This design comes from an exercise in tuning for small area on the open sky130 flow, not from production work.
Where RTL was checked, it was by simulation tests only, not by an equivalence proof against the original.
No functional check of the RTL was part of runs 3 and 4.
Power figures rest on the tool's default switching activity, not on a simulated workload.

==> flow/design.v <==
package icmp_pkg;
    localparam int MAX_PACKET = 2047;
    localparam int CNT_W      = $clog2(MAX_PACKET + 1);
    localparam int LEN_W      = 11;
    localparam int CFG_IDX_W  = 1;
    localparam int CFG_DATA_W = 16;
    localparam logic [CFG_IDX_W-1:0] CFG_ECHO_ID      = CFG_IDX_W'(0);
    localparam logic [CFG_IDX_W-1:0] CFG_REPORT_OTHER = CFG_IDX_W'(1);
    localparam logic [CNT_W-1:0] POS_VER_IHL = CNT_W'(0);
    localparam logic [CNT_W-1:0] POS_TTL     = CNT_W'(8);
    localparam logic [CNT_W-1:0] POS_PROTO   = CNT_W'(9);
    localparam logic [CNT_W-1:0] OFF_TYPE    = CNT_W'(0);
    localparam logic [CNT_W-1:0] OFF_CODE    = CNT_W'(1);
    localparam logic [CNT_W-1:0] OFF_ID_LO   = CNT_W'(4);
    localparam logic [CNT_W-1:0] OFF_ID_HI   = CNT_W'(5);
    localparam logic [CNT_W-1:0] OFF_SEQ_LO  = CNT_W'(6);
    localparam logic [CNT_W-1:0] OFF_SEQ_HI  = CNT_W'(7);
    localparam logic [CNT_W-1:0] OFF_SEC_LO  = CNT_W'(8);
    localparam logic [CNT_W-1:0] OFF_SEC_HI  = CNT_W'(11);
    localparam logic [CNT_W-1:0] OFF_USEC_LO = CNT_W'(12);
    localparam logic [CNT_W-1:0] OFF_USEC_HI = CNT_W'(15);
    localparam logic [7:0]       PROTO_ICMP      = 8'd1;
    localparam logic [7:0]       ICMP_ECHO_REPLY = 8'd0;
    localparam logic [CNT_W-1:0] MIN_IP_LEN      = CNT_W'(20);
    localparam logic [CNT_W-1:0] ICMP_HDR_LEN    = CNT_W'(8);
    localparam logic [CNT_W-1:0] ICMP_ECHO_LEN   = CNT_W'(16);
    localparam logic [19:0]      USEC_PER_SEC    = 20'd1000000;
    typedef enum logic [1:0] {
        KIND_DROP  = 2'd0,
        KIND_ECHO  = 2'd1,
        KIND_OTHER = 2'd2
    } t_kind;
    typedef struct packed {
        logic [7:0]         data_byte;
        logic               last_byte;
        logic signed [31:0] recv_sec;
        logic [19:0]        recv_usec;
    } t_in;
    typedef struct packed {
        t_kind              kind;
        logic [LEN_W-1:0]   icmp_len;
        logic [7:0]         msg_type;
        logic [7:0]         msg_code;
        logic [15:0]        seq;
        logic [7:0]         ttl;
        logic signed [31:0] rtt_sec;
        logic [19:0]        rtt_usec;
    } t_out;
    typedef struct packed {
        logic [15:0] echo_id;
        logic        report_other;
    } t_cfg;
    typedef struct packed {
        logic [CNT_W-1:0] byte_count;
        logic [5:0]       hdr_len;
        logic [7:0]       protocol;
        logic [7:0]       ttl;
        logic [7:0]       msg_type;
        logic [7:0]       msg_code;
        logic [15:0]      id;
        logic [15:0]      seq;
        logic [31:0]      send_sec;
        logic [31:0]      send_usec;
    } t_pkt;
    typedef struct packed {
        t_kind            kind;
        logic [LEN_W-1:0] icmp_len;
        logic [7:0]       msg_type;
        logic [7:0]       msg_code;
        logic [15:0]      seq;
        logic [7:0]       ttl;
        logic [31:0]      send_sec;
        logic [31:0]      send_usec;
        logic [31:0]      recv_sec;
        logic [19:0]      recv_usec;
    } t_job;
endpackage
module icmp_echo_reply_parser (
    input  logic                                i_clk,
    input  logic                                i_rst_n,
    input  logic                                i_valid,
    output logic                                o_ready,
    input  icmp_pkg::t_in                       i_data,
    output logic                                o_valid,
    input  logic                                i_ready,
    output icmp_pkg::t_out                      o_data,
    input  logic                                i_cfg_we,
    input  logic [icmp_pkg::CFG_IDX_W-1:0]      i_cfg_idx,
    input  logic [icmp_pkg::CFG_DATA_W-1:0]     i_cfg_data
);
    logic [15:0] r_echo_id;
    logic        r_report_other;
    always_ff @(posedge i_clk) begin
        if (!i_rst_n) begin
            r_echo_id      <= 16'd0;
            r_report_other <= 1'b1;
        end else if (i_cfg_we) begin
            if (i_cfg_idx == icmp_pkg::CFG_ECHO_ID)      r_echo_id      <= i_cfg_data;
            if (i_cfg_idx == icmp_pkg::CFG_REPORT_OTHER) r_report_other <= i_cfg_data[0];
        end
    end
    logic r_hv;      
    logic r_tv;      
    logic r_rv;      
    logic r_te;      
    logic r_to;      
    logic back_ready;
    logic pop;
    logic to_tail;
    assign back_ready = !r_rv || i_ready;
    assign pop        = r_hv && back_ready;
    logic [10:0] r_cnt;
    logic [3:0]  r_hl4;
    logic        r_proto_ok;
    logic [7:0]  r_ttl;
    logic [7:0]  r_type;
    logic [7:0]  r_code;
    logic [15:0] r_id;
    logic [15:0] r_seq;
    logic [31:0] r_ssec;     
    logic [19:0] r_su;       
    logic        r_neg;      
    logic        r_big;      
    logic [7:0]  din;
    logic        accept;
    logic        push;
    logic        wr;
    logic [3:0]  hl4_c;
    logic [7:0]  rel;        
    logic        in_icmp;
    logic [3:0]  off;
    logic [10:0] cnt_inc;
    assign din     = i_data.data_byte;
    assign o_ready = !r_tv;
    assign accept  = i_valid && !r_tv;
    assign push    = accept && i_data.last_byte;
    assign wr      = accept && (r_cnt != 11'd2047);
    assign hl4_c   = (r_cnt == 11'd0) ? din[3:0] : r_hl4;
    assign rel     = {1'b0, r_cnt[6:0]} - {2'b00, hl4_c, 2'b00};
    assign in_icmp = (r_cnt[10:7] == 4'd0) && !rel[7] && (rel[6:4] == 3'd0);
    assign off     = rel[3:0];
    assign cnt_inc = (r_cnt == 11'd2047) ? r_cnt : r_cnt + 11'd1;
    logic w15;
    logic neg_c;
    logic big_c;
    assign w15   = wr && in_icmp && (off == 4'd15);
    assign neg_c = w15 ? din[7] : r_neg;
    assign big_c = w15 ? (r_big || (din[6:0] != 7'd0)) : r_big;
    logic [10:0] len;
    logic [10:0] ilen;
    logic        icmp_ok;
    logic        e_new;
    logic        o_new;
    logic        k_e;
    logic        k_o;
    logic        keep;
    assign len     = r_tv ? r_cnt : cnt_inc;
    assign ilen    = len - {5'd0, hl4_c, 2'b00};
    assign icmp_ok = r_proto_ok && (len >= 11'd20) && (len >= {5'd0, hl4_c, 2'b00} + 11'd8);
    assign e_new   = icmp_ok && (r_type == 8'd0) && (r_id == r_echo_id) && (ilen >= 11'd16);
    assign o_new   = icmp_ok && (r_type != 8'd0) && r_report_other;
    assign k_e     = r_tv ? r_te : e_new;
    assign k_o     = r_tv ? r_to : o_new;
    assign keep    = k_e || k_o;
    logic [31:0] rs;
    logic [19:0] ru;
    logic [20:0] ud;
    logic        borrow;
    logic [19:0] rtt_u;
    logic [31:0] rtt_s;
    assign rs     = i_data.recv_sec | {32{r_tv}};
    assign ru     = i_data.recv_usec | {20{r_tv}};
    assign ud     = {1'b0, ru} - {1'b0, r_su};
    assign borrow = !neg_c && (big_c || ud[20]);
    assign rtt_u  = ud[19:0] + (borrow ? icmp_pkg::USEC_PER_SEC : 20'd0);
    assign rtt_s  = rs - r_ssec - {31'd0, borrow};
    assign to_tail = push && r_hv && !pop;
    always_ff @(posedge i_clk) begin
        if (!i_rst_n) begin
            r_cnt <= 11'd0;
        end else if (r_tv) begin
            if (pop) r_cnt <= 11'd0;
        end else if (accept) begin
            r_cnt <= (i_data.last_byte && !to_tail) ? 11'd0 : cnt_inc;
        end
    end
    always_ff @(posedge i_clk) begin
        if (wr) begin
            if (r_cnt == 11'd0) r_hl4 <= din[3:0];
            if (r_cnt == 11'd8) r_ttl <= din;
            if (r_cnt == 11'd9) r_proto_ok <= (din == icmp_pkg::PROTO_ICMP);
            if (in_icmp) begin
                case (off)
                    4'd0:  r_type      <= din;
                    4'd1:  r_code      <= din;
                    4'd4:  r_id[7:0]   <= din;
                    4'd5:  r_id[15:8]  <= din;
                    4'd6:  r_seq[7:0]  <= din;
                    4'd7:  r_seq[15:8] <= din;
                    default: ;
                endcase
            end
        end
        if (to_tail) begin
            r_ssec <= ~rtt_s;
            r_su   <= ~rtt_u;
            r_neg  <= 1'b1;
        end else if (wr && in_icmp) begin
            case (off)
                4'd8:  r_ssec[7:0]   <= din;
                4'd9:  r_ssec[15:8]  <= din;
                4'd10: r_ssec[23:16] <= din;
                4'd11: r_ssec[31:24] <= din;
                4'd12: r_su[7:0]     <= din;
                4'd13: r_su[15:8]    <= din;
                4'd14: begin
                    r_su[19:16] <= din[3:0];
                    r_big       <= (din[7:4] != 4'd0);
                end
                4'd15: begin
                    r_neg <= neg_c;
                    r_big <= big_c;
                end
                default: ;
            endcase
        end
        if (!r_tv) begin
            r_te <= e_new;
            r_to <= o_new;
        end
    end
    logic        h_e;
    logic [10:0] h_ilen;
    logic [7:0]  h_code;
    logic [7:0]  h_u8;
    logic [15:0] h_seq;
    logic [31:0] h_rtt_s;
    logic [19:0] h_rtt_u;
    always_ff @(posedge i_clk) begin
        if (!i_rst_n) begin
            r_hv <= 1'b0;
            r_tv <= 1'b0;
        end else begin
            if (!r_hv || pop) r_hv <= r_tv || push;
            if (r_tv) begin
                if (pop) r_tv <= 1'b0;
            end else begin
                r_tv <= to_tail;
            end
        end
    end
    always_ff @(posedge i_clk) begin
        if (!r_hv || pop) begin
            h_e     <= k_e;
            h_ilen  <= keep ? ilen : 11'd0;
            h_code  <= keep ? r_code : 8'd0;
            h_u8    <= k_e ? r_ttl : (k_o ? r_type : 8'd0);
            h_seq   <= k_e ? r_seq : 16'd0;
            h_rtt_s <= k_e ? rtt_s : 32'd0;
            h_rtt_u <= k_e ? rtt_u : 20'd0;
        end
    end
    logic        q_e;
    logic [10:0] q_ilen;
    logic [7:0]  q_code;
    logic [7:0]  q_u8;
    logic [15:0] q_seq;
    logic [31:0] q_rtt_s;
    logic [19:0] q_rtt_u;
    always_ff @(posedge i_clk) begin
        if (!i_rst_n) begin
            r_rv <= 1'b0;
        end else if (back_ready) begin
            r_rv <= r_hv;
        end
    end
    always_ff @(posedge i_clk) begin
        if (back_ready) begin
            q_e     <= h_e;
            q_ilen  <= h_ilen;
            q_code  <= h_code;
            q_u8    <= h_u8;
            q_seq   <= h_seq;
            q_rtt_s <= h_rtt_s;
            q_rtt_u <= h_rtt_u;
        end
    end
    assign o_valid = r_rv;
    always_comb begin
        o_data          = '0;
        o_data.kind     = icmp_pkg::t_kind'({(q_ilen != 11'd0) && !q_e, q_e});
        o_data.icmp_len = q_ilen;
        o_data.msg_type = q_e ? 8'd0 : q_u8;
        o_data.msg_code = q_code;
        o_data.seq      = q_seq;
        o_data.ttl      = q_e ? q_u8 : 8'd0;
        o_data.rtt_sec  = $signed(q_rtt_s);
        o_data.rtt_usec = q_rtt_u;
    end
endmodule
==> flow/constraint.sdc <==
create_clock -name core_clock -period 10.0 [get_ports {i_clk}]
set_input_delay 2.0000 -clock core_clock [delete_from_list [all_inputs] [get_ports {i_clk}]]
set_output_delay 2.0000 -clock core_clock [all_outputs]
set_load 0.01 [all_outputs]
==> flow/config.mk <==
export PLATFORM = sky130hd
export DESIGN_NAME = icmp_echo_reply_parser
export DESIGN_NICKNAME = icmp_echo_reply_parser
export VERILOG_FILES = /design/flow/design.v
export SDC_FILE = /design/flow/constraint.sdc
export NUM_CORES = 4
export LEC_CHECK = 0
export CAP_MARGIN = 20
export CORE_MARGIN = 2
export CORE_UTILIZATION = 40
export CTS_BUF_LIST = sky130_fd_sc_hd__clkbuf_4
export CTS_CLUSTER_SIZE = 30
export SLEW_MARGIN = 20
==> flow/run.sh <==
#!/bin/bash
# synth_recipe.tcl (not shown) runs the flow's synth.tcl, then flattens the netlist and writes it again
# the make line also repeats each setting of config.mk as NAME=value (left out here)
make -C /OpenROAD-flow-scripts/flow DESIGN_CONFIG=/design/flow/config.mk WORK_HOME=/design/flow/orfs CLKGATE_MAP_FILE= SYNTH_SCRIPT=/design/flow/synth_recipe.tcl finish
==> impl_results.md, run 1 <==
* Reg-to-Reg Start: r_cnt[0]$_SDFFE_PN0P_
* Ys async rst share at 0
* Hold_sp: h_rtt_u[19]$_SDFFCE_PN0P_
* Nets at a little under 2000
* Io pins at 190
* Post-CTS Setup Inserts at 0
* Worst-path maximum fanout at 11
* WHS Path Cells at 0
* Mean Syn Cell Area at 11.5 um2
* Outcome: no timing/DRC/antenna violations
* # setup viols final at 0
* GPL Wtd Cong at 0.863
* Reg-to-reg slack, setup at 2.55 ns
* Hpwl dp at 30600 um
* MaxCap Viol Count at 0
* Synthesized net count at 1683
* WP data arrival at 8.51 ns
* Post-synth EDFFs at around 310
* Inserted Clock Buffers at 90
* Worst setup EP type: flop
* Crit share post-route at 0.803
* CTS H-tree lvls at 3
* CTS Root Cell: clkbuf_4
* DR iter-0 viols at between 700 and 800
* CP Class: primary input to flop
* Peak Freq at 0.125 GHz
* Drt first pass iters at 5
* Seq/Total Area, Yosys at 0.575
* Hold EP: q_rtt_u[19]$_DFFE_PN_
* DR vias/cell at 5.19
* IO buf count at roughly 190
* Grt total ovfl at 0
* Internal power at ~0.0023 W
* Area of the die at 0.0446 mm2
* Slew HR at 0.274
* Main flop type after synthesis: edfxtp_1
* Fin crit period at 8.03 ns
* Total Neg Setup Slack at 0 ns
* Worst Hold Class: flop to flop
* GRT Overall Usage at 0.200
* FF/Latch Area at a little under 0.01 mm2
* Area leader, netlist: edfxtp_1
* Wire per inst at 18.7 um
* Worst-margin pin slew at about 1.1 ns
* Synthesis-stage register bit count at 340
* CP startpoint kind: primary input
* Synth top cells by count: edfxtp_1, inv_1, nand2_1, a21oi_1
* Maximum buffer depth of the clock tree at 3
* Clk_skew at between 0.07 and 0.08 ns
* Initial antenna violation count at 1
* CTS clk-pin slew, worst paths at 0.07 ns
* Comb power frac at 0.112
* Placed cell count at between 2000 and 2500
* Final hold vios at 0
* Cell variety after synth at 78
* CTS tree: yes
* P_sw at 0.000780 W
* Area occupied by multi-input gates at 0.00661 mm2
* VDD IR max at 65.0 uV
* RSZ-0062 raised after global routing: false
* Power per Cell Area at 150 mW/mm2
* Post-route insts no fill at 2351
* Sw frac at 0.250
* Yosys warns at 1
* # DRC at 0
* WP data required at 10.48 ns
* Total number of vias at 12199
* Die Y at 211 um
* Sequential share of power at 0.502
* Layout cells sized above 1 at 0.117
* Worst Reg-to-Reg Cells at 25
* Core ar. at 0.0421 mm2
* Syn Inst Count at between 1000 and 1500
* Initial Utilization at 0.407
* ANT nets after route at 0
* Crit Reg-Reg Endpoint: r_ssec[31]$_DFFE_PP_
* Die Width at 211 um
* Area Growth Syn to Fin at 21.2%
* Clock latency on the worst-skew pair at 0.82 ns
* Syn Std Cell Area at roughly 0.017 mm2
* WL final at 43800 um
* P_leak at 8.53 nW
* First-pass GRT wire length at 67700 um
* Top post-synthesis cells by area: edfxtp_1, ha_1, dfxtp_1, a21oi_1, inv_1
* Number of global-route vias before repair at about 12000
* TritonCTS Sinks at 340
* Pin count of the biggest net entering global routing at 67
* Num rows at 75
* Post-CTS sizing at 0
* Hold buffers post-CTS at 0
* Final-layout fill cell count at 3894
* Count leader, synth: edfxtp_1
* Slew Viols, Final at 0
* Clk pwr share at 0.386
* Share of Yosys cell area claimed by the top area cell type at 0.535
## critical path, cell delays in order
cell	delay, ns
clkdlybuf4s50_1	0.49
buf_4	0.20
inv_1	0.07
o21ai_0	0.32
ha_1	0.25
inv_1	0.06
ha_1	0.17
a21o_1	0.20
nor4b_1	0.30
a211oi_1	0.09
a31oi_1	0.49
a31oi_1	0.18
a2bb2oi_1	0.27
inv_1	0.22
fa_1	0.44
inv_1	0.10
ha_1	0.23
o21ai_0	0.08
nand3b_1	0.13
a31oi_1	0.36
o21ai_0	0.25
a31oi_1	0.43
o21ai_0	0.27
a2bb2oi_1	0.22
a311o_1	0.38
xnor2_1	0.21
a21oi_1	0.09
## sequential cells by signal, indices dropped and copies added (netlist names), 20 cells and up
register / cells
q_rtt_s: 32
h_rtt_u: 20
r_ssec: 32
r_su: 20
h_rtt_s: 32
q_rtt_u: 20
## area by class of cell
class	instances	area share
repair buffers	208	0.0978
multi-input cells	979	0.318
diodes	1	0.000120
flip-flops and latches	340	0.474
inverters	124	0.0226
clock buffers	137	0.0494
well taps	539	0.0324
clock inverters	23	0.00559
## worst max path at each step
stage / from / endpoint / cells past startpoint
after global placement: i_data[53] / h_rtt_s[29]$_SDFFCE_PN0P_ / 27
final: i_data[53] / r_ssec[31]$_DFFE_PP_ / 27
after detailed placement: i_data[53] / r_ssec[31]$_DFFE_PP_ / 27
after global routing: i_data[53] / r_ssec[31]$_DFFE_PP_ / 27
after CTS: i_data[53] / r_ssec[31]$_DFFE_PP_ / 27
after floorplan: i_data[2] / r_ssec[30]$_DFFE_PP_ / 24
## per-stage QoR
step | power [W] | utilization | setup WS [ns] | cell area (um2) | hold slack (ns)
6_report | 0.00312 | 0.494 | 1.97 | 20800 | 0.408
4_1_cts | 0.00316 | 0.494 | 2.12 | 20800 | 0.411
3_5_place_dp | 0.00194 | 0.467 | 1.32 | 19700 | 0.405
5_1_grt | 0.00327 | 0.494 | 1.43 | 20800 | 0.411
2_1_floorplan | 0.00181 | - | 2.89 | 17200 | 0.400
3_3_place_gp | 0.00194 | 0.467 | 1.46 | 19700 | 0.401
## kinds of logic after synthesis
family | synth area share
muxes | 0.00736
xor gates and xnor gates | 0.0452
and+or+nand+nor | 0.144
buffers and inverters | 0.0410
adders and majority gates | 0.0778
DFF | 0.575
AOI/OAI and AO/OA | 0.110
## layer usage
metal | up-vias | GRT usage | routed length, um
met4 | 0 | 0.0884 | 1240
met2 | 346 | 0.322 | 20700
met1 | 5840 | 0.268 | 19800
met5 | - | 0 | 0
met3 | 60 | 0.0321 | 2110
li1 | 5953 | - | -
## placed cells by master (no fill, tap or decap), types with 29 or more instances in the layout
master	Yosys	final
xnor2_1	51	51
inv_1	120	119
a21oi_1	107	107
o21ai_0	65	61
edfxtp_1	306	306
clkdlybuf4s50_1	0	189
a21o_1	30	30
nor2_1	101	100
nand3_1	32	32
clkbuf_4	0	137
ha_1	101	101
and2_1	68	68
nor2b_1	30	29
dfxtp_1	34	33
xor2_1	35	35
nand2_1	108	107
## power groups by stage
stage               Clock, W  Combinational (W)  Sequential (W)
floorplan                  0           0.000213         0.00160
global placement           0           0.000345         0.00159
detailed placement         0           0.000348         0.00159
CTS                  0.00125           0.000350         0.00156
global route         0.00132           0.000386         0.00156
finish               0.00120           0.000350         0.00156
==> run 2: changes to the inputs <==
--- a/flow/config.mk
+++ b/flow/config.mk
@@ -10,4 +10,2 @@
 export CORE_UTILIZATION = 40
-export CTS_BUF_LIST = sky130_fd_sc_hd__clkbuf_4
-export CTS_CLUSTER_SIZE = 30
 export SLEW_MARGIN = 20
==> impl_results.md, run 2 <==
* Outcome: no timing/DRC/antenna violations (unchanged)
* # DRC at 0 (unchanged)
* TritonCTS Sinks at 340 (unchanged)
* Top post-synthesis cells by area: edfxtp_1, ha_1, dfxtp_1, a21oi_1, inv_1 (unchanged)
* Wire per inst at 19.2 um (was 18.7 um)
* Post-synth EDFFs at 306 (unchanged)
* Most common cell after layout, fill and taps aside: edfxtp_1 (unchanged)
* Crit share post-route at 0.825 (was 0.803)
* Crit path from: i_data[53] (unchanged)
* Clk_skew at 0.0230 ns (was 0.0718 ns)
* CTS H-tree lvls at 2 (was 3)
* DR iter-0 viols at 805 (was 768)
* CTS Root Cell: clkbuf_16 (was clkbuf_4)
* Core ar. at 0.0421 mm2 (unchanged)
* IO buf count at 189 (unchanged)
* Number of global-route vias before repair at 11641 (was 12077)
* Adder-cell share of the synthesized area at 0.0778 (unchanged)
* Peak Freq at 0.121 GHz (was 0.125 GHz)
* Sequential share of power at 0.486 (was 0.502)
* Fin crit period at 8.25 ns (was 8.03 ns)
* P_sw at 0.000758 W (was 0.000780 W)
* Maximum buffer depth of the clock tree at 3 (unchanged)
* Reg-to-Reg Start: r_cnt[0]$_SDFFE_PN0P_ (unchanged)
* Initial Utilization at 0.407 (unchanged)
* VDD IR max at 101 uV (was 65.0 uV)
* Mean Syn Cell Area at 11.5 um2 (unchanged)
* Setup WS pre-CTS at 1.32 ns (unchanged)
* Worst Hold Class: flop to flop (unchanged)
* Synthesized net count at 1683 (unchanged)
* Num rows at 75 (unchanged)
* Slew HR at 0.279 (was 0.274)
* CTS tree: yes (unchanged)
* CP peak stage delay at 0.49 ns (about the same)
* DR vias/cell at 5.30 (was 5.19)
* Post-CTS Setup Inserts at 0 (unchanged)
* Die Y at 211 um (unchanged)
* CP top delay family: compound AO/OA/AOI/OAI gates (unchanged)
* CP max stage cell: a31oi_1 (was clkdlybuf4s50_1)
* Sw frac at 0.235 (was 0.250)
* Inserted Clock Buffers at 38 (was 90)
* Area occupied by multi-input gates at 0.00661 mm2 (unchanged)
* Power per Cell Area at 155 mW/mm2 (was 150 mW/mm2)
* Main combinational cell family by area after synthesis: simple AND/OR/NAND/NOR gates (unchanged)
* Area of the die at 0.0446 mm2 (unchanged)
* ANT nets after route at 0 (unchanged)
* Yosys warns at 1 (unchanged)
* CP startpoint kind: primary input (unchanged)
* Initial antenna violation count at 0 (was 1)
* Layout cells sized above 1 at 0.0698 (was 0.117)
* Cell variety after synth at 78 (unchanged)
* CP Class: primary input to flop (unchanged)
* Hpwl dp at 30600 um (unchanged)
* RSZ-0062 raised after global routing: false (unchanged)
* Post-synthesis compound-gate area fraction at 0.110 (unchanged)
* Post-CTS sizing at 0 (unchanged)
* Synth top cells by count: edfxtp_1, inv_1, nand2_1, a21oi_1 (unchanged)
* Worst-margin pin slew at 1.07 ns (was 1.08 ns)
* Setup ws final at 1.75 ns (was 1.97 ns)
* P_leak at 8.42 nW (was 8.53 nW)
* Seq/Total Area, Yosys at 0.575 (unchanged)
* Io pins at 190 (unchanged)
* Internal power at 0.00246 W (was 0.00234 W)
* CTS clk-pin slew, worst paths at 0.06 ns (was 0.07 ns)
* Comb power frac at 0.109 (was 0.112)
* Reg-to-reg slack, setup at 2.62 ns (was 2.55 ns)
* GPL Wtd Cong at 0.863 (unchanged)
* Diode count at 0 (was 1)
* Pin count of the biggest net entering global routing at 67 (unchanged)
* Nets at 1878 (was 1930)
* Clock latency on the worst-skew pair at 0.54 ns (was 0.82 ns)
* WP data required at 10.25 ns (was 10.48 ns)
* Final hold vios at 0 (unchanged)
* WP data arrival at 8.49 ns (was 8.51 ns)
* Worst setup EP type: flop (unchanged)
* Area leader, netlist: edfxtp_1 (unchanged)
* Slew Viols, Final at 0 (unchanged)
* Mux contribution to synthesized area at 0.00736 (unchanged)
* WL final at 43400 um (was 43800 um)
* Main flop type after synthesis: edfxtp_1 (unchanged)
* Hold buffers post-CTS at 0 (unchanged)
* Total Neg Setup Slack at 0 ns (unchanged)
* Share of Yosys cell area claimed by the top area cell type at 0.535 (unchanged)
* Synthesis-stage register bit count at 340 (unchanged)
* XOR/XNOR Fraction of Synth Area at 0.0452 (unchanged)
* Buf+Inv Stages, Crit Path at 6 (unchanged)
* First-pass GRT wire length at 66700 um (was 67700 um)
* Hold_sp: h_rtt_s[8]$_SDFFCE_PN0P_ (was h_rtt_u[19]$_SDFFCE_PN0P_)
* Grt total ovfl at 0 (unchanged)
* Total number of vias at 11971 (was 12199)
* Worst-path maximum fanout at 11 (unchanged)
* Most frequent cells in the layout: edfxtp_1, clkdlybuf4s50_1, inv_1 (was edfxtp_1, clkdlybuf4s50_1, clkbuf_4)
* Drt first pass iters at 5 (unchanged)
* Syn Std Cell Area at 0.0172 mm2 (unchanged)
* Count leader, synth: edfxtp_1 (unchanged)
* Biggest regs: h_rtt_s x32, q_rtt_s x32, r_ssec x32 (unchanged)
* Final-layout fill cell count at 3826 (was 3894)
* Ys async rst share at 0 (unchanged)
* # setup viols final at 0 (unchanged)
* Area Growth Syn to Fin at 21.3% (was 21.2%)
* Syn Inst Count at 1496 (unchanged)
* Post-synthesis simple-gate area fraction at 0.144 (unchanged)
* Clk pwr share at 0.405 (was 0.386)
* MaxCap Viol Count at 0 (unchanged)
* GRT Overall Usage at 0.195 (was 0.200)
* Die Width at 211 um (unchanged)
* FF/Latch Area at 0.00987 mm2 (unchanged)
## run 2: cell families after synthesis
kind of cell	count (synthesis)
buffers and inverters	177
AO/OA/AOI/OAI	303
XOR/XNOR	87
flip-flops	340
adder cells (fa/ha/maj)	105
AND/OR/NAND/NOR	473
multiplexers	11
## run 2: power by group through the flow
stage                     clock network [W]  logic [W]  registers, W
final                               0.00131   0.000350       0.00156
after global placement                    0   0.000345       0.00159
after floorplan                           0   0.000213       0.00160
after CTS                           0.00134   0.000350       0.00156
after detailed placement                  0   0.000348       0.00159
after global routing                0.00139   0.000386       0.00157
## run 2: final cells by class
| cell class | count | area share |
|---|---|---|
| clock buffer | 50 | 0.0493 |
| multi-input combinational | 979 | 0.317 |
| timing repair buffer | 208 | 0.0977 |
| tap | 539 | 0.0324 |
| sequential | 340 | 0.474 |
| clock inverter | 18 | 0.00643 |
| inverter | 124 | 0.0226 |
## run 2: through the flow
step                area (um2)  std cells  hold WS (ns)  utilization  total power, W
floorplan                17200       1496         0.400            -         0.00181
CTS                      20800       2258         0.406        0.494         0.00325
global placement         19700       2190         0.401        0.467         0.00194
finish                   20800       2258         0.411        0.494         0.00322
detailed placement       19700       2190         0.405        0.467         0.00194
global route             20800       2258         0.414        0.494         0.00334
## run 2: routing by layer
metal,track usage,vias up,share of wire
met5,0,-,0
met4,0.0578,0,0.024
met3,0.0242,63,0.046
met2,0.322,302,0.47
met1,0.271,5827,0.46
li1,-,5779,-
## run 2: path summary, 6_finish.rpt
kind                                to  depth (start not counted)
setup / recovery  r_ssec[31]$_DFFE_PP_                         27
hold / removal    q_rtt_s[8]$_DFFE_PN_                          0
setup reg to reg  r_ssec[31]$_DFFE_PP_                         25
hold reg to reg   q_rtt_s[8]$_DFFE_PN_                          0
==> run 3: changes to the inputs <==
--- a/flow/design.v
+++ b/flow/design.v
@@ -119,4 +119,4 @@
     logic [15:0] r_seq;
-    logic [31:0] r_ssec;     
-    logic [19:0] r_su;       
+    logic [31:0] r_nssec;    
+    logic [19:0] r_nsu;      
     logic        r_neg;      
@@ -166,12 +166,16 @@
     logic [19:0] ru;
-    logic [20:0] ud;
+    logic [31:0] ds;
+    logic [19:0] ud;
+    logic        k12, k22, k32, k10, k20;
+    logic        ud_co;
     logic        borrow;
-    logic [19:0] rtt_u;
-    logic [31:0] rtt_s;
-    assign rs     = i_data.recv_sec | {32{r_tv}};
-    assign ru     = i_data.recv_usec | {20{r_tv}};
-    assign ud     = {1'b0, ru} - {1'b0, r_su};
-    assign borrow = !neg_c && (big_c || ud[20]);
-    assign rtt_u  = ud[19:0] + (borrow ? icmp_pkg::USEC_PER_SEC : 20'd0);
-    assign rtt_s  = rs - r_ssec - {31'd0, borrow};
+    assign rs = i_data.recv_sec;
+    assign ru = i_data.recv_usec;
+    icmp_rca #(12) u_ds0 (.a(rs[11:0]),  .b(r_nssec[11:0]),  .ci(1'b1), .s(ds[11:0]),  .co(k12));
+    icmp_rca #(10) u_ds1 (.a(rs[21:12]), .b(r_nssec[21:12]), .ci(1'b0), .s(ds[21:12]), .co(k22));
+    icmp_rca #(10) u_ds2 (.a(rs[31:22]), .b(r_nssec[31:22]), .ci(1'b0), .s(ds[31:22]), .co(k32));
+    icmp_rca #(10) u_ud0 (.a(ru[9:0]),   .b(r_nsu[9:0]),     .ci(1'b1), .s(ud[9:0]),   .co(k10));
+    icmp_rca #(10) u_ud1 (.a(ru[19:10]), .b(r_nsu[19:10]),   .ci(1'b0), .s(ud[19:10]), .co(k20));
+    assign ud_co  = k20 || (k10 && (ud[19:10] == 10'h3FF));
+    assign borrow = !neg_c && (big_c || !ud_co);
     assign to_tail = push && r_hv && !pop;
@@ -195,3 +199,3 @@
                     4'd1:  r_code      <= din;
-                    4'd4:  r_id[7:0]   <= din;
+                    4'd4:  if (!to_tail) r_id[7:0] <= din;
                     4'd5:  r_id[15:8]  <= din;
@@ -204,15 +208,16 @@
         if (to_tail) begin
-            r_ssec <= ~rtt_s;
-            r_su   <= ~rtt_u;
-            r_neg  <= 1'b1;
+            r_nssec   <= ds;
+            r_nsu     <= ud;
+            r_big     <= borrow;
+            r_id[2:0] <= {k22, k12, k10};
         end else if (wr && in_icmp) begin
             case (off)
-                4'd8:  r_ssec[7:0]   <= din;
-                4'd9:  r_ssec[15:8]  <= din;
-                4'd10: r_ssec[23:16] <= din;
-                4'd11: r_ssec[31:24] <= din;
-                4'd12: r_su[7:0]     <= din;
-                4'd13: r_su[15:8]    <= din;
+                4'd8:  r_nssec[7:0]   <= ~din;
+                4'd9:  r_nssec[15:8] <= ~din;
+                4'd10: r_nssec[23:16] <= ~din;
+                4'd11: r_nssec[31:24] <= ~din;
+                4'd12: r_nsu[7:0]    <= ~din;
+                4'd13: r_nsu[15:8]   <= ~din;
                 4'd14: begin
-                    r_su[19:16] <= din[3:0];
+                    r_nsu[19:16] <= ~din[3:0];
                     r_big       <= (din[7:4] != 4'd0);
@@ -236,4 +241,6 @@
     logic [15:0] h_seq;
-    logic [31:0] h_rtt_s;
-    logic [19:0] h_rtt_u;
+    logic        h_b;
+    logic        h_k12, h_k22, h_k10;
+    logic [31:0] h_ds;
+    logic [19:0] h_du;
     always_ff @(posedge i_clk) begin
@@ -258,4 +265,8 @@
             h_seq   <= k_e ? r_seq : 16'd0;
-            h_rtt_s <= k_e ? rtt_s : 32'd0;
-            h_rtt_u <= k_e ? rtt_u : 20'd0;
+            h_b     <= k_e && (r_tv ? r_big : borrow);
+            h_k10   <= k_e && (r_tv ? r_id[0] : k10);
+            h_k12   <= k_e && (r_tv ? r_id[1] : k12);
+            h_k22   <= k_e && (r_tv ? r_id[2] : k22);
+            h_ds    <= k_e ? (r_tv ? r_nssec : ds) : 32'd0;
+            h_du    <= k_e ? (r_tv ? r_nsu : ud) : 20'd0;
         end
@@ -269,2 +280,29 @@
     logic [19:0] q_rtt_u;
+    logic [31:0] rtt_s;
+    logic [19:0] rtt_u;
+    logic [31:0] xs;
+    logic [32:12] ic;
+    logic [32:0] sk;
+    logic        uc;
+    assign xs[11:0] = h_ds[11:0];
+    assign ic[12]   = h_k12;
+    for (genvar i = 12; i < 32; i++) begin : g_inc
+        logic c;
+        if (i == 22) begin : g_join
+            assign c = ic[22] || h_k22;
+        end else begin : g_pass
+            assign c = ic[i];
+        end
+        assign xs[i]   = h_ds[i] ^ c;
+        assign ic[i+1] = h_ds[i] && c;
+    end
+    assign sk[0] = h_b;
+    for (genvar i = 0; i < 32; i++) begin : g_dec
+        assign rtt_s[i] = xs[i] ^ sk[i];
+        assign sk[i+1]  = sk[i] && !xs[i];
+    end
+    assign rtt_u[5:0] = h_du[5:0];
+    icmp_rca #(14) u_usec (.a(h_du[19:6]),
+                           .b((icmp_pkg::USEC_PER_SEC[19:6] & {14{h_b}}) | {9'd0, h_k10, 4'd0}),
+                           .ci(1'b0), .s(rtt_u[19:6]), .co(uc));
     always_ff @(posedge i_clk) begin
@@ -283,4 +321,4 @@
             q_seq   <= h_seq;
-            q_rtt_s <= h_rtt_s;
-            q_rtt_u <= h_rtt_u;
+            q_rtt_s <= rtt_s;
+            q_rtt_u <= rtt_u;
         end
@@ -300 +338,16 @@
 endmodule
+module icmp_rca #(parameter int W = 8) (
+    input  logic [W-1:0] a,
+    input  logic [W-1:0] b,
+    input  logic         ci,
+    output logic [W-1:0] s,
+    output logic         co
+);
+    logic [W:0] c;
+    assign c[0] = ci;
+    for (genvar i = 0; i < W; i++) begin : g_bit
+        assign s[i]   = a[i] ^ b[i] ^ c[i];
+        assign c[i+1] = (a[i] & b[i]) | (c[i] & (a[i] ^ b[i]));
+    end
+    assign co = c[W];
+endmodule
--- a/flow/config.mk
+++ b/flow/config.mk
@@ -10,2 +10,5 @@
 export CORE_UTILIZATION = 40
+export CTS_BUF_LIST = sky130_fd_sc_hd__clkbuf_8
+export CTS_CLUSTER_DIAMETER = 60
+export CTS_CLUSTER_SIZE = 16
 export SLEW_MARGIN = 20
==> impl_results.md, run 3 <==
* DR vias/cell at 4.94 (was 5.30)
* Fin crit period at 7.11 ns (was 8.25 ns)
* IO buf count at 189 (unchanged)
* Wire per inst at 18.8 um (was 19.2 um)
* VDD IR max at 83.7 uV (was 101 uV)
* Placed cell count at 1927 (was 2190)
* Hold_sp: h_seq[6]$_SDFFCE_PN0P_ (was h_rtt_s[8]$_SDFFCE_PN0P_)
* Top post-synthesis cells by area: edfxtp_1, fa_1, ha_1, dfxtp_1, mux2i_1 (was edfxtp_1, ha_1, dfxtp_1, a21oi_1, inv_1)
* Syn Std Cell Area at 0.0164 mm2 (was 0.0172 mm2)
* Most common cell after layout, fill and taps aside: edfxtp_1 (unchanged)
* Post-route insts no fill at 1978 (was 2258)
* WP data arrival at 7.47 ns (was 8.49 ns)
* Ys async rst share at 0 (unchanged)
* Power per Cell Area at 137 mW/mm2 (was 155 mW/mm2)
* P_sw at 0.000596 W (was 0.000758 W)
* Syn Inst Count at 1242 (was 1496)
* Peak Freq at 0.141 GHz (was 0.121 GHz)
* Area leader, netlist: edfxtp_1 (unchanged)
* Count leader, synth: edfxtp_1 (unchanged)
* Nets at 1642 (was 1878)
* Die Width at 206 um (was 211 um)
* CTS tree: yes (unchanged)
* Synthesis-stage register bit count at 344 (was 340)
* Pin count of the biggest net entering global routing at 90 (was 67)
* ANT nets after route at 0 (unchanged)
* GPL Wtd Cong at 0.832 (was 0.863)
* GRT Overall Usage at 0.178 (was 0.195)
* First-pass GRT wire length at 57000 um (was 66700 um)
* Most frequent cells in the layout: edfxtp_1, clkdlybuf4s50_1, inv_1 (unchanged)
* Grt total ovfl at 0 (unchanged)
* Worst Hold Class: flop to flop (unchanged)
* CTS Root Cell: clkbuf_8 (was clkbuf_16)
* Core ar. at 0.0406 mm2 (was 0.0421 mm2)
* Inserted Clock Buffers at 29 (was 38)
* Maximum buffer depth of the clock tree at 3 (unchanged)
* Slew HR at 0.285 (was 0.279)
* Internal power at 0.00208 W (was 0.00246 W)
* Clk pwr share at 0.332 (was 0.405)
* Share of Yosys cell area claimed by the top area cell type at 0.571 (was 0.535)
* Sequential share of power at 0.590 (was 0.486)
* Num rows at 74 (was 75)
* Initial antenna violation count at 0 (unchanged)
* P_leak at 7.91 nW (was 8.42 nW)
* Clock latency on the worst-skew pair at 0.62 ns (was 0.54 ns)
* CP peak stage delay at 0.57 ns (was 0.49 ns)
* Hold buffers post-CTS at 0 (unchanged)
* Drt first pass iters at 5 (unchanged)
* TritonCTS Sinks at 344 (was 340)
* Total number of vias at 9775 (was 11971)
* Area of the die at 0.0425 mm2 (was 0.0446 mm2)
* Synthesized net count at 1458 (was 1683)
* Die Y at 206 um (was 211 um)
* Biggest regs: h_ds x32, q_rtt_s x32, r_nssec x32 (was h_rtt_s x32, q_rtt_s x32, r_ssec x32)
* Io pins at 190 (unchanged)
* CTS H-tree lvls at 1 (was 2)
* DR iter-0 viols at 581 (was 805)
* Layout cells sized above 1 at 0.0505 (was 0.0698)
* Worst-margin pin slew at 1.07 ns (about the same)
* RSZ-0062 raised after global routing: false (unchanged)
* Final hold vios at 0 (unchanged)
* Main flop type after synthesis: edfxtp_1 (unchanged)
* CP startpoint kind: flop (was primary input)
* Reg-to-Reg Start: h_b$_DFFE_PP_ (was r_cnt[0]$_SDFFE_PN0P_)
* CP max stage cell: edfxtp_1 (was a31oi_1)
* Worst-path maximum fanout at 6 (was 11)
* Hpwl dp at 25600 um (was 30600 um)
* Worst setup EP type: flop (unchanged)
* Synth top cells by count: edfxtp_1, inv_1, nor2_1, nand2_1, ha_1 (was edfxtp_1, inv_1, nand2_1, a21oi_1)
* Post-CTS sizing at 0 (unchanged)
* Post-synth EDFFs at 311 (was 306)
* Number of global-route vias before repair at 9855 (was 11641)
* Diode count at 0 (unchanged)
* Clk_skew at 0.0325 ns (was 0.0230 ns)
* # setup viols final at 0 (unchanged)
* WP data required at 10.36 ns (was 10.25 ns)
* Comb power frac at 0.077 (was 0.109)
* CP Class: flop to flop (was primary input to flop)
* WL final at 37100 um (was 43400 um)
* Crit share post-route at 0.711 (was 0.825)
* Sw frac at 0.222 (was 0.235)
* # DRC at 0 (unchanged)
* Yosys warns at 1 (unchanged)
* Area Growth Syn to Fin at 19.1% (was 21.3%)
* Initial Utilization at 0.403 (was 0.407)
* Outcome: no timing/DRC/antenna violations (unchanged)
* Crit path from: h_b$_DFFE_PP_ (was i_data[53])
* Seq/Total Area, Yosys at 0.611 (was 0.575)
* CTS clk-pin slew, worst paths at 0.11 ns (was 0.06 ns)
* Cell mode on critical path: ha_1
* Mean Syn Cell Area at 13.2 um2 (was 11.5 um2)
* Slew Viols, Final at 0 (unchanged)
* Post-CTS Setup Inserts at 0 (unchanged)
* Cell variety after synth at 58 (was 78)
* Total Neg Setup Slack at 0 ns (unchanged)
* MaxCap Viol Count at 0 (unchanged)
==> run 3: changes by cell type in the layout (fill, tap and decap cells not counted), sizes merged, moves of 23 or more <==
cell	before	now
a21boi	5	33
a21oi	108	48
and2	69	17
fa	3	54
mux2i	8	55
nand2	108	83
o21ai	66	18
xnor2	51	28
xor2	35	6
==> run 3: layout make-up <==
class	instances	area, um2
clock buffer	29	399
inverter	130	490
sequential	344	10000
multi-input combinational	718	5670
timing repair buffer	203	2000
clock inverter	22	254
fill	3647	21100
tap	532	666
==> run 3: kinds of logic after synthesis <==
family / synth area share
DFF: 0.611
and+or+nand+nor: 0.0922
buffers and inverters: 0.0428
AOI/OAI and AO/OA: 0.0740
adders and majority gates: 0.127
muxes: 0.0350
xor gates and xnor gates: 0.0182
==> run 3: worst max-delay path, delay by kind of cell (launching register included) <==
family / cells / cell delay [ns]
adders and majority gates: 31 / 5.99
DFF: 1 / 0.57
xor gates and xnor gates: 2 / 0.29
==> run 3: layer usage <==
metal  global-route usage  vias up  routed length [um]
li1                     -     4741                   -
met1                0.237     4736               16200
met2                0.303      243               18200
met3               0.0298       55                1930
met4               0.0464        0                 801
met5                    0        -                   0
==> run 3: final timing paths <==
path | slack, ns | to | depth (start not counted)
setup reg to reg | 2.89 | q_rtt_s[31]$_DFFE_PN_ | 33
setup / recovery | 2.89 | q_rtt_s[31]$_DFFE_PN_ | 33
hold reg to reg | 0.42 | q_seq[6]$_DFFE_PN_ | 0
hold / removal | 0.42 | q_seq[6]$_DFFE_PN_ | 0
==> run 3: power by group through the flow <==
| stage | Sequential (W) | Clock, W | Combinational (W) |
|---|---|---|---|
| final | 0.00158 | 0.000891 | 0.000207 |
| after global routing | 0.00158 | 0.000977 | 0.000229 |
| after CTS | 0.00158 | 0.000921 | 0.000210 |
| after detailed placement | 0.00161 | 0 | 0.000208 |
| after global placement | 0.00161 | 0 | 0.000206 |
| after floorplan | 0.00162 | 0 | 0.0000966 |
==> run 3: stage by stage <==
stage               hold slack [ns]  power [W]  setup WS, ns  utilization  area [um2]
floorplan                     0.400    0.00171          3.14            -       16400
global placement              0.401    0.00182          2.51        0.464       18800
detailed placement            0.405    0.00182          2.49        0.464       18800
CTS                           0.424    0.00271          2.82        0.480       19500
global route                  0.429    0.00279          2.49        0.480       19500
finish                        0.424    0.00268          2.89        0.480       19500
==> run 4: changes to the inputs <==
--- a/flow/config.mk
+++ b/flow/config.mk
@@ -10,5 +10,5 @@
 export CORE_UTILIZATION = 40
-export CTS_BUF_LIST = sky130_fd_sc_hd__clkbuf_8
-export CTS_CLUSTER_DIAMETER = 60
-export CTS_CLUSTER_SIZE = 16
+export CTS_BUF_LIST = sky130_fd_sc_hd__clkbuf_16
+export CTS_CLUSTER_DIAMETER = 80
+export CTS_CLUSTER_SIZE = 32
 export SLEW_MARGIN = 20
==> impl_results.md, run 4 <==
* Outcome: no timing/DRC/antenna violations (unchanged)
* Worst-path maximum fanout at 6 (unchanged)
* RSZ-0062 raised after global routing: false (unchanged)
* Total number of vias at 9804 (was 9775)
* Share of Yosys cell area claimed by the top area cell type at 0.571 (unchanged)
* Maximum buffer depth of the clock tree at 3 (unchanged)
* Post-route insts no fill at 1961 (was 1978)
* Worst Hold Class: flop to flop (unchanged)
* Initial antenna violation count at 0 (unchanged)
* Main flop type after synthesis: edfxtp_1 (unchanged)
* Synthesis-stage register bit count at 344 (unchanged)
* Core ar. at 0.0406 mm2 (unchanged)
* WHS Path Cells at 0 (unchanged)
* Hpwl dp at 25600 um (unchanged)
* VDD IR max at 107 uV (was 83.7 uV)
* Routing usage on met1 at 0.235 (was 0.237)
* Area leader, netlist: edfxtp_1 (unchanged)
* Fin crit period at 7.11 ns (about the same)
* Crit Reg-Reg Endpoint: q_rtt_s[31]$_DFFE_PN_ (unchanged)
* Num rows at 74 (unchanged)
* Most common cell after layout, fill and taps aside: edfxtp_1 (unchanged)
* MaxCap Viol Count at 0 (unchanged)
* DR vias/cell at 5.00 (was 4.94)
* Die Width at 206 um (unchanged)
* Post-synth EDFFs at 311 (unchanged)
* Post-CTS sizing at 0 (unchanged)
* Worst-margin pin slew at 1.08 ns (was 1.07 ns)
* CP max stage cell: edfxtp_1 (unchanged)
* GPL Wtd Cong at 0.832 (unchanged)
* WP data required at 10.28 ns (was 10.36 ns)
* Count leader, synth: edfxtp_1 (unchanged)
* GRT busiest layer: met2 (unchanged)
* Worst setup EP type: flop (unchanged)
* Worst Reg-to-Reg Cells at 33 (unchanged)
* Peak Freq at 0.141 GHz (about the same)
* Cell mode on critical path: ha_1 (unchanged)
* Setup WS pre-CTS at 2.49 ns (unchanged)
* Placed cell count at 1927 (unchanged)
* Nets at 1632 (was 1642)
* Yosys warns at 1 (unchanged)
* Inserted Clock Buffers at 19 (was 29)
* CTS tree: yes (unchanged)
* Diode count at 0 (unchanged)
* # DRC at 0 (unchanged)
* Syn Std Cell Area at 0.0164 mm2 (unchanged)
* Initial Utilization at 0.403 (unchanged)
* Mean Syn Cell Area at 13.2 um2 (unchanged)
* Layout cells sized above 1 at 0.0420 (was 0.0505)
* Number of global-route vias before repair at 9830 (was 9855)
* TritonCTS Sinks at 344 (unchanged)
* Io pins at 190 (unchanged)
* DR iter-0 viols at 590 (was 581)
* Seq/Total Area, Yosys at 0.611 (unchanged)
* Hold buffers post-CTS at 0 (unchanged)
* Reg-to-Reg Start: h_b$_DFFE_PP_ (unchanged)
* Top post-synthesis cells by area: edfxtp_1, fa_1, ha_1, dfxtp_1, mux2i_1 (unchanged)
* ANT nets after route at 0 (unchanged)
* CP peak stage delay at 0.58 ns (was 0.57 ns)
* CTS H-tree lvls at 1 (unchanged)
* Met3 Track Usage GR at 0.0243 (was 0.0298)
* Area Growth Syn to Fin at 19.2% (was 19.1%)
* Hold EP: q_e$_DFFE_PN_ (was q_seq[6]$_DFFE_PN_)
* Clock latency on the worst-skew pair at 0.53 ns (was 0.62 ns)
* Total Neg Setup Slack at 0 ns (unchanged)
* CP startpoint kind: flop (unchanged)
* CP Class: flop to flop (unchanged)
* Final hold vios at 0 (unchanged)
* Area of the die at 0.0425 mm2 (unchanged)
* Most frequent cells in the layout: edfxtp_1, clkdlybuf4s50_1, inv_1 (unchanged)
* Wire per inst at 18.9 um (was 18.8 um)
* P_leak at 7.89 nW (was 7.91 nW)
* CTS clk-pin slew, worst paths at 0.11 ns (about the same)
* Routing usage on met2 at 0.306 (was 0.303)
* Die Y at 206 um (unchanged)
* GRT Overall Usage at 0.177 (was 0.178)
* Setup ws final at 2.89 ns (about the same)
* Synth top cells by count: edfxtp_1, inv_1, nor2_1, nand2_1, ha_1 (unchanged)
* CTS Root Cell: clkbuf_16 (was clkbuf_8)
* Drt first pass iters at 5 (unchanged)
* Biggest regs: h_ds x32, q_rtt_s x32, r_nssec x32 (unchanged)
* WP data arrival at 7.39 ns (was 7.47 ns)
* # setup viols final at 0 (unchanged)
* Slew HR at 0.283 (was 0.285)
* Hold_sp: h_e$_DFFE_PP_ (was h_seq[6]$_SDFFCE_PN0P_)
* Cell variety after synth at 58 (unchanged)
* WL final at 37000 um (was 37100 um)
* Pin count of the biggest net entering global routing at 90 (unchanged)
* Clk_skew at 0.0197 ns (was 0.0325 ns)
* Ys async rst share at 0 (unchanged)
* Grt total ovfl at 0 (unchanged)
* Syn Inst Count at 1242 (unchanged)
* Crit share post-route at 0.711 (about the same)
* IO buf count at 189 (unchanged)
* Post-CTS Setup Inserts at 0 (unchanged)
* First-pass GRT wire length at 56800 um (was 57000 um)
* Reg-to-reg slack, setup at 2.89 ns (about the same)
* Slew Viols, Final at 0 (unchanged)
* Synthesized net count at 1458 (unchanged)
* Power per Cell Area at 138 mW/mm2 (was 137 mW/mm2)
## run 4: critical path: cells and delay by family (launching register included)
family | cells | cell delay (ns)
fa+ha+maj | 31 | 5.99
flops | 1 | 0.58
xor+xnor | 2 | 0.29
## run 4: report_power, final
group / switching (W) / internal [W] / total (W) / leakage [nW]
Sequential: 0.00000964 / 0.00157 / 0.00158 / 3.69
Clock: 0.000510 / 0.000383 / 0.000893 / 0.332
Combinational: 0.000106 / 0.000101 / 0.000207 / 3.86
Total: 0.000626 / 0.00206 / 0.00268 / 7.89
## run 4: worst max-delay path by stage
stage                   from  slack, ns                     end
6_report       h_b$_DFFE_PP_       2.89   q_rtt_s[31]$_DFFE_PN_
5_1_grt        h_b$_DFFE_PP_       2.49   q_rtt_s[31]$_DFFE_PN_
4_1_cts        h_b$_DFFE_PP_       2.82   q_rtt_s[31]$_DFFE_PN_
3_5_place_dp      i_data[20]       2.49  h_ds[11]$_SDFFCE_PN0P_
3_3_place_gp      i_data[20]       2.51  h_ds[11]$_SDFFCE_PN0P_
2_1_floorplan     i_data[20]       3.14  h_ds[11]$_SDFFCE_PN0P_
## run 4: layer usage
| metal | wire (um) | share of wire |
|---|---|---|
| met5 | 0 | 0 |
| met4 | 753 | 0.020 |
| met3 | 1820 | 0.049 |
| met2 | 18300 | 0.49 |
| met1 | 16200 | 0.44 |
## run 4: final cells by class
type	count	area [um2]
multi-input combinational	718	5670
timing repair buffer	203	2000
sequential	344	10000
inverter	130	490
tap	532	666
clock buffer	19	475
clock inverter	15	191
fill	3629	21100
## run 4: cell families after synthesis
kind of cell | Yosys count | synth area share
buffers and inverters | 180 | 0.0428
adders and majority gates | 133 | 0.127
AOI/OAI and AO/OA | 179 | 0.0740
and+or+nand+nor | 315 | 0.0922
muxes | 57 | 0.0350
DFF | 344 | 0.611
xor gates and xnor gates | 34 | 0.0182
## run 4: through the flow
stage / power, W / utilization / area, um2 / hold WS, ns
2_1_floorplan: 0.00171 / - / 16400 / 0.400
3_3_place_gp: 0.00182 / 0.464 / 18800 / 0.401
3_5_place_dp: 0.00182 / 0.464 / 18800 / 0.405
4_1_cts: 0.00272 / 0.481 / 19500 / 0.415
5_1_grt: 0.00279 / 0.481 / 19500 / 0.434
6_report: 0.00268 / 0.481 / 19500 / 0.417
==> run 5: changes to the inputs <==
--- a/flow/design.v
+++ b/flow/design.v
@@ -150,2 +150,3 @@
     logic [10:0] ilen;
+    logic        ilen_bw;
     logic        icmp_ok;
@@ -156,6 +157,6 @@
     logic        keep;
-    assign len     = r_tv ? r_cnt : cnt_inc;
-    assign ilen    = len - {5'd0, hl4_c, 2'b00};
-    assign icmp_ok = r_proto_ok && (len >= 11'd20) && (len >= {5'd0, hl4_c, 2'b00} + 11'd8);
-    assign e_new   = icmp_ok && (r_type == 8'd0) && (r_id == r_echo_id) && (ilen >= 11'd16);
+    assign len             = cnt_inc;
+    assign {ilen_bw, ilen} = {1'b0, len} - {6'd0, hl4_c, 2'b00};
+    assign icmp_ok = r_proto_ok && (len >= 11'd20) && !ilen_bw && (ilen[10:3] != 8'd0);
+    assign e_new   = icmp_ok && (r_type == 8'd0) && (r_id == r_echo_id) && (ilen[10:4] != 7'd0);
     assign o_new   = icmp_ok && (r_type != 8'd0) && r_report_other;
@@ -187,3 +188,4 @@
         end else if (accept) begin
-            r_cnt <= (i_data.last_byte && !to_tail) ? 11'd0 : cnt_inc;
+            if (!i_data.last_byte) r_cnt <= cnt_inc;
+            else if (!to_tail)     r_cnt <= 11'd0;
         end
--- a/flow/config.mk
+++ b/flow/config.mk
@@ -10,5 +10,5 @@
 export CORE_UTILIZATION = 40
-export CTS_BUF_LIST = sky130_fd_sc_hd__clkbuf_16
-export CTS_CLUSTER_DIAMETER = 80
-export CTS_CLUSTER_SIZE = 32
+export CTS_BUF_LIST = sky130_fd_sc_hd__clkbuf_8
+export CTS_CLUSTER_DIAMETER = 60
+export CTS_CLUSTER_SIZE = 16
 export SLEW_MARGIN = 20
==> impl_results.md, run 5 <==
* WP data arrival at 8.01 ns (was 7.39 ns)
* CP Class: primary input to flop (was flop to flop)
* CTS clk-pin slew, worst paths at 0.10 ns (was 0.11 ns)
* Syn Std Cell Area at 0.0162 mm2 (was 0.0164 mm2)
* RSZ-0062 raised after global routing: false (unchanged)
* Nets at 1599 (was 1632)
* Synthesis-stage register bit count at 344 (unchanged)
* Num rows at 73 (was 74)
* Post-CTS sizing at 0 (unchanged)
* Wire per inst at 18.6 um (was 18.9 um)
* Internal power at 0.00200 W (was 0.00206 W)
* Final-layout fill cell count at 3586 (was 3629)
* Clk pwr share at 0.317 (was 0.333)
* Post-synth EDFFs at 311 (unchanged)
* Worst setup EP type: flop (unchanged)
* GPL Wtd Cong at 0.856 (was 0.832)
* CTS tree: yes (unchanged)
* Top post-synthesis cells by area: edfxtp_1, fa_1, ha_1, dfxtp_1, mux2i_1 (unchanged)
* Slew HR at 0.243 (was 0.283)
* IO buf count at 189 (unchanged)
* Yosys warns at 1 (unchanged)
* Io pins at 190 (unchanged)
* FF/Latch Area at 0.0100 mm2 (unchanged)
* Layout cells sized above 1 at 0.0482 (was 0.0420)
* Area occupied by multi-input gates at 0.00543 mm2 (was 0.00567 mm2)
* ANT nets after route at 0 (unchanged)
* Drt first pass iters at 5 (unchanged)
* Main flop type after synthesis: edfxtp_1 (unchanged)
* Post-route insts no fill at 1937 (was 1961)
* Total Power at 0.00261 W (was 0.00268 W)
* Clock latency on the worst-skew pair at 0.63 ns (was 0.53 ns)
* Area Growth Syn to Fin at 18.5% (was 19.2%)
* CTS Root Cell: clkbuf_8 (was clkbuf_16)
* DR vias/cell at 4.90 (was 5.00)
* Diode count at 0 (unchanged)
* CP startpoint kind: primary input (was flop)
* Comb power frac at 0.078 (was 0.077)
* P_sw at 0.000610 W (was 0.000626 W)
* Hold buffers post-CTS at 0 (unchanged)
* Total Neg Setup Slack at 0 ns (unchanged)
* Power per Cell Area at 137 mW/mm2 (was 138 mW/mm2)
* Slew Viols, Final at 0 (unchanged)
* Area of the die at 0.0420 mm2 (was 0.0425 mm2)
* Reg-to-reg slack, setup at 2.97 ns (was 2.89 ns)
* Area leader, netlist: edfxtp_1 (unchanged)
* Final hold vios at 0 (unchanged)
* Biggest regs: h_ds x32, q_rtt_s x32, r_nssec x32 (unchanged)
* Sequential share of power at 0.605 (was 0.590)
* Most frequent cells in the layout: edfxtp_1, clkdlybuf4s50_1, inv_1 (unchanged)
* DR iter-0 viols at 541 (was 590)
* Ys async rst share at 0 (unchanged)
* P_leak at 7.75 nW (was 7.89 nW)
* TritonCTS Sinks at 344 (unchanged)
* Maximum buffer depth of the clock tree at 3 (unchanged)
* Grt total ovfl at 0 (unchanged)
* Initial Utilization at 0.406 (was 0.403)
* Worst-path maximum fanout at 2 (was 6)
* Post-CTS Setup Inserts at 0 (unchanged)
* # setup viols final at 0 (unchanged)
* Die Width at 205 um (was 206 um)
* Clk_skew at 0.0197 ns (about the same)
* Cell variety after synth at 57 (was 58)
* Total number of vias at 9496 (was 9804)
* First-pass GRT wire length at 54800 um (was 56800 um)
* # DRC at 0 (unchanged)
* Peak Freq at 0.131 GHz (was 0.141 GHz)
* VDD IR max at 89.8 uV (was 107 uV)
* CTS H-tree lvls at 1 (unchanged)
* WP data required at 10.36 ns (was 10.28 ns)
* Worst Hold Class: flop to flop (unchanged)
* Hpwl dp at 25300 um (was 25600 um)
* Cell area after layout at 0.0191 mm2 (was 0.0195 mm2)
* Syn Inst Count at 1205 (was 1242)
* Crit share post-route at 0.765 (was 0.711)
* Worst-margin pin slew at 1.13 ns (was 1.08 ns)
* Synth top cells by count: edfxtp_1, inv_1, nor2_1, nand2_1, ha_1 (unchanged)
* WL final at 36000 um (was 37000 um)
* Core ar. at 0.0398 mm2 (was 0.0406 mm2)
* Fin crit period at 7.65 ns (was 7.11 ns)
* Number of global-route vias before repair at 9458 (was 9830)
* Placed cell count at 1881 (was 1927)
* Die Y at 205 um (was 206 um)
* Pin count of the biggest net entering global routing at 71 (was 90)
* GRT Overall Usage at 0.173 (was 0.177)
* Count leader, synth: edfxtp_1 (unchanged)
* Placement Cell Area at 0.0185 mm2 (was 0.0188 mm2)
* Most common cell after layout, fill and taps aside: edfxtp_1 (unchanged)
* Initial antenna violation count at 0 (unchanged)
* Outcome: no timing/DRC/antenna violations (unchanged)
* Inserted Clock Buffers at 30 (was 19)
* Sw frac at 0.233 (about the same)
* Share of Yosys cell area claimed by the top area cell type at 0.578 (was 0.571)
* Seq/Total Area, Yosys at 0.619 (was 0.611)
* MaxCap Viol Count at 0 (unchanged)
* Synthesized net count at 1416 (was 1458)
* Mean Syn Cell Area at 13.4 um2 (was 13.2 um2)
-- run 5: cell types whose count changed after synthesis, sizes merged, moves of 5 or more --
cell,change
a21oi,-8
a21o,+5
ha,-5
nand3,-6
nor2b,+9
a21boi,-5
buf,+8
nand2,-5
clkbuf,-9
-- run 5: power by group through the flow --
stage | Clock (W) | Combinational [W] | Sequential [W]
global placement | 0 | 0.000202 | 0.00161
detailed placement | 0 | 0.000204 | 0.00162
floorplan | 0 | 0.0000930 | 0.00162
finish | 0.000830 | 0.000203 | 0.00158
CTS | 0.000858 | 0.000206 | 0.00158
global route | 0.000913 | 0.000224 | 0.00158
-- run 5: worst paths after layout --
path                          start                      to  cells past startpoint
setup / recovery         i_data[20]  h_ds[11]$_SDFFCE_PN0P_                     17
hold / removal    h_u8[1]$_DFFE_PP_       q_u8[1]$_DFFE_PN_                      0
setup reg to reg      h_b$_DFFE_PP_   q_rtt_s[31]$_DFFE_PN_                     33
hold reg to reg   h_u8[1]$_DFFE_PP_       q_u8[1]$_DFFE_PN_                      0
-- run 5: critical path: stages --
cell and delay, ns:
clkdlybuf4s50_1 0.40, inv_1 0.06, ha_1 0.14, inv_1 0.05
fa_1 0.44, fa_1 0.46, fa_1 0.48, fa_1 0.46
fa_1 0.48, fa_1 0.46, fa_1 0.48, fa_1 0.46
fa_1 0.48, fa_1 0.46, fa_1 0.50, mux2i_1 0.14
nor2_1 0.05
-- run 5: layout make-up --
cell class                      count  area share
Inverter                          126      0.0250
Sequential cell                   344       0.522
Clock buffer                       31      0.0223
Tap cell                          525      0.0343
Multi-Input combinational cell    686       0.283
Clock inverter                     25     0.00948
Timing Repair Buffer              200       0.103
-- run 5: logic make-up after synthesis --
family                     after synthesis  synth area share
DFF                                    344             0.619
and+or+nand+nor                        307            0.0903
buffers and inverters                  175            0.0455
AOI/OAI and AO/OA                      161            0.0678
adders and majority gates              128             0.124
muxes                                   57            0.0355
xor gates and xnor gates                33            0.0179
-- run 5: routing by layer --
layer | part of all wire | GRT usage | wire length, um
met4 | 0.028 | 0.0542 | 997
met1 | 0.45 | 0.239 | 16200
met5 | 0 | 0 | 0
met3 | 0.044 | 0.0215 | 1580
met2 | 0.48 | 0.286 | 17200
-- run 5: metrics by stage --
step,utilization,setup WS (ns),hold slack (ns)
after floorplan,-,2.35,0.400
after global placement,0.466,1.72,0.402
after detailed placement,0.466,1.70,0.405
after CTS,0.481,2.36,0.413
after global routing,0.481,2.21,0.423
final,0.481,2.35,0.412
==> run 6: changes to the inputs <==
==> flow/flow/run.sh (new file) <==
#!/bin/bash
# Own flow: the standard layout (standard.sh, unchanged synthesis) with
# two changes to how the layout is built:
#  - the port buffers that global placement inserts are the smallest buffer,
#    sky130_fd_sc_hd__buf_1, instead of the cell buffer_ports picks itself;
#  - clock tree synthesis uses clkbuf_8 in small sink clusters and inserts no
#    dummy loads.
set -euo pipefail
export BUFFER_PORTS_ARGS="-buffer_cell sky130_fd_sc_hd__buf_1"
export CTS_ARGS="-sink_clustering_enable -repair_clock_nets -sink_clustering_size 16 -sink_clustering_max_diameter 60 -buf_list sky130_fd_sc_hd__clkbuf_8 -dont_use_dummy_load"
bash standard.sh > standard_make.log 2>&1
==> flow/standard.sh (new file) <==
#!/bin/bash
# synth_recipe.tcl (not shown) runs the flow's synth.tcl, then flattens the netlist and writes it again
# the make line also repeats each setting of config.mk as NAME=value (left out here)
make -C /OpenROAD-flow-scripts/flow DESIGN_CONFIG=/design/flow/config.mk WORK_HOME=/design/flow/orfs CLKGATE_MAP_FILE= SYNTH_SCRIPT=/design/flow/synth_recipe.tcl "${@:-finish}"
removed: flow/run.sh
==> impl_results.md, run 6 <==
* Inserted Clock Buffers at 30 (unchanged)
* Internal power at 0.00190 W (was 0.00200 W)
* Hold buffers post-CTS at 0 (unchanged)
* Clk_skew at 0.0419 ns (was 0.0197 ns)
* Maximum buffer depth of the clock tree at 3 (unchanged)
* CP startpoint kind: primary input (unchanged)
* WL final at 35700 um (was 36000 um)
* Syn Inst Count at 1205 (unchanged)
* Power per Cell Area at 138 mW/mm2 (was 137 mW/mm2)
* Grt total ovfl at 0 (unchanged)
* Initial Utilization at 0.406 (unchanged)
* Post-synthesis simple-gate area fraction at 0.0903 (unchanged)
* Final hold vios at 0 (unchanged)
* Hold_ws at 0.400 ns (was 0.412 ns)
* Comb power frac at 0.068 (was 0.078)
* Clock latency on the worst-skew pair at 0.62 ns (was 0.63 ns)
* Top post-synthesis cells by area: edfxtp_1, fa_1, ha_1, dfxtp_1, mux2i_1 (unchanged)
* Num rows at 73 (unchanged)
* Count leader, synth: edfxtp_1 (unchanged)
* Pin count of the biggest net entering global routing at 68 (was 71)
* Worst Hold Class: flop to flop (unchanged)
* Synth top cells by count: edfxtp_1, inv_1, nor2_1, nand2_1, ha_1 (unchanged)
* P_leak at 7.18 nW (was 7.75 nW)
* Most common cell after layout, fill and taps aside: edfxtp_1 (unchanged)
* Post-synthesis compound-gate area fraction at 0.0678 (unchanged)
* Die Width at 205 um (unchanged)
* Main combinational cell family by area after synthesis: adder cells (unchanged)
* Post-CTS Setup Inserts at 0 (unchanged)
* Diode count at 0 (unchanged)
* Main flop type after synthesis: edfxtp_1 (unchanged)
* Synthesized net count at 1416 (unchanged)
* Outcome: no timing/DRC/antenna violations (unchanged)
* Area Growth Syn to Fin at 10.2% (was 18.5%)
* Io pins at 190 (unchanged)
* Core ar. at 0.0398 mm2 (unchanged)
* Area leader, netlist: edfxtp_1 (unchanged)
* Share of Yosys cell area claimed by the top area cell type at 0.578 (unchanged)
* CTS clk-pin slew, worst paths at 0.10 ns (about the same)
* MaxCap Viol Count at 0 (unchanged)
* Initial antenna violation count at 0 (unchanged)
* ANT nets after route at 0 (unchanged)
* XOR/XNOR Fraction of Synth Area at 0.0179 (unchanged)
* Nets at 1603 (was 1599)
* Wire per inst at 18.6 um (about the same)
* GRT Overall Usage at 0.170 (was 0.173)
* P_sw at 0.000547 W (was 0.000610 W)
* TritonCTS Sinks at 344 (unchanged)
* Cell variety after synth at 57 (unchanged)
* Post-CTS sizing at 0 (unchanged)
* Most frequent cells in the layout: edfxtp_1, buf_1, inv_1 (was edfxtp_1, clkdlybuf4s50_1, inv_1)
* # DRC at 0 (unchanged)
* DR vias/cell at 4.88 (was 4.90)
* Layout cells sized above 1 at 0.0424 (was 0.0482)
* Mux contribution to synthesized area at 0.0355 (unchanged)
* Crit share post-route at 0.732 (was 0.765)
* Sequential share of power at 0.646 (was 0.605)
* CTS tree: yes (unchanged)
* Seq/Total Area, Yosys at 0.619 (unchanged)
* Final-layout fill cell count at 3703 (was 3586)
* Post-synth EDFFs at 311 (unchanged)
* CTS Root Cell: clkbuf_8 (unchanged)
* Placed cell count at 1885 (was 1881)
* # setup viols final at 0 (unchanged)
* Fin crit period at 7.32 ns (was 7.65 ns)
* Peak Freq at 0.137 GHz (was 0.131 GHz)
* Ys async rst share at 0 (unchanged)
* Sw frac at 0.223 (was 0.233)
* GPL Wtd Cong at 0.848 (was 0.856)
* DR iter-0 viols at 556 (was 541)
* Number of global-route vias before repair at 9230 (was 9458)
* Die Y at 205 um (unchanged)
==> run 6: per-stage QoR <==
| stage | setup slack (ns) | util | total power [W] | cell area (um2) |
|---|---|---|---|---|
| 4_1_cts | 2.70 | 0.447 | 0.00248 | 17800 |
| 6_report | 2.68 | 0.447 | 0.00245 | 17800 |
| 3_3_place_gp | 2.06 | 0.437 | 0.00178 | 17400 |
| 3_5_place_dp | 2.06 | 0.437 | 0.00178 | 17400 |
| 2_1_floorplan | 2.35 | - | 0.00171 | 16200 |
| 5_1_grt | 2.49 | 0.447 | 0.00255 | 17800 |
==> run 6: final timing paths <==
path,startpoint,end,slack [ns],cells after the start
max,i_data[20],h_ds[11]$_SDFFCE_PN0P_,2.68,17
min,h_ilen[7]$_SDFFCE_PN0P_,q_ilen[7]$_DFFE_PN_,0.40,0
max reg2reg,h_b$_DFFE_PP_,q_rtt_s[31]$_DFFE_PN_,3.04,33
min reg2reg,h_ilen[7]$_SDFFCE_PN0P_,q_ilen[7]$_DFFE_PN_,0.40,0
==> run 6: layout make-up <==
cell class,instances,area (um2),share of cell area
Clock buffer,30,413,0.0232
Inverter,126,478,0.0268
Multi-Input combinational cell,686,5440,0.305
Sequential cell,344,10000,0.562
Tap cell,525,657,0.0369
Timing Repair Buffer,204,823,0.0462
==> run 6: cell families (layout without fill, tap and decap cells) <==
| group | Yosys count | after routing |
|---|---|---|
| DFF | 344 | 344 |
| and+or+nand+nor | 307 | 307 |
| buffers and inverters | 175 | 360 |
| AOI/OAI and AO/OA | 161 | 161 |
| adders and majority gates | 128 | 128 |
| muxes | 57 | 57 |
| xor gates and xnor gates | 33 | 33 |
==> run 6: per-layer routing <==
layer	track usage	vias up	wire length, um
met5	0	-	0
met4	0.0524	0	960
met3	0.0237	46	1530
met2	0.286	216	17300
met1	0.229	4518	15900
li1	-	4569	-
==> run 6: power groups by stage <==
stage / Clock [W] / Sequential (W) / Combinational (W)
2_1_floorplan: 0 / 0.00162 / 0.0000930
3_5_place_dp: 0 / 0.00162 / 0.000169
5_1_grt: 0.000782 / 0.00158 / 0.000188
6_report: 0.000701 / 0.00158 / 0.000167
3_3_place_gp: 0 / 0.00161 / 0.000165
4_1_cts: 0.000730 / 0.00158 / 0.000170
==> run 6: critical path, cell delays in order <==
cell     delay (ns)
buf_1          0.07
inv_1          0.04
ha_1           0.13
inv_1          0.05
fa_1           0.44
fa_1           0.46
fa_1           0.47
fa_1           0.47
fa_1           0.47
fa_1           0.47
fa_1           0.48
fa_1           0.47
fa_1           0.46
fa_1           0.48
fa_1           0.50
mux2i_1        0.14
nor2_1         0.06

-- separate check: timing with driven ports --
The flow's constraints put no driver on any port. The routed layouts listed below were extracted and timed again, unchanged, in two steps. Step 1 sets driving cells, clkbuf_16 on the clock port and buf_2 on the other inputs (assumed; they add their load-dependent delay and slew). Step 2, shift: input delay + t, output delay - t, t = (earliest + latest rising clock arrival at the registers) / 2. This alone moves slack from input paths to output paths. a / b / c = ideal / step 1 / step 2; a / b = the first two.
run	t, ns	setup WS [ns]
run 1	0.834	1.968 / 1.994 / 1.160
run 2	0.585	1.754 / 1.786 / 1.202
run 3	0.651	2.888 / 2.888 / 2.492
run 4	0.573	2.889 / 2.889 / 2.481
run 5	0.664	2.351 / 2.367 / 1.703
run 6	0.637	2.682 / 2.700 / 2.063
After both steps every run listed still meets setup and hold.
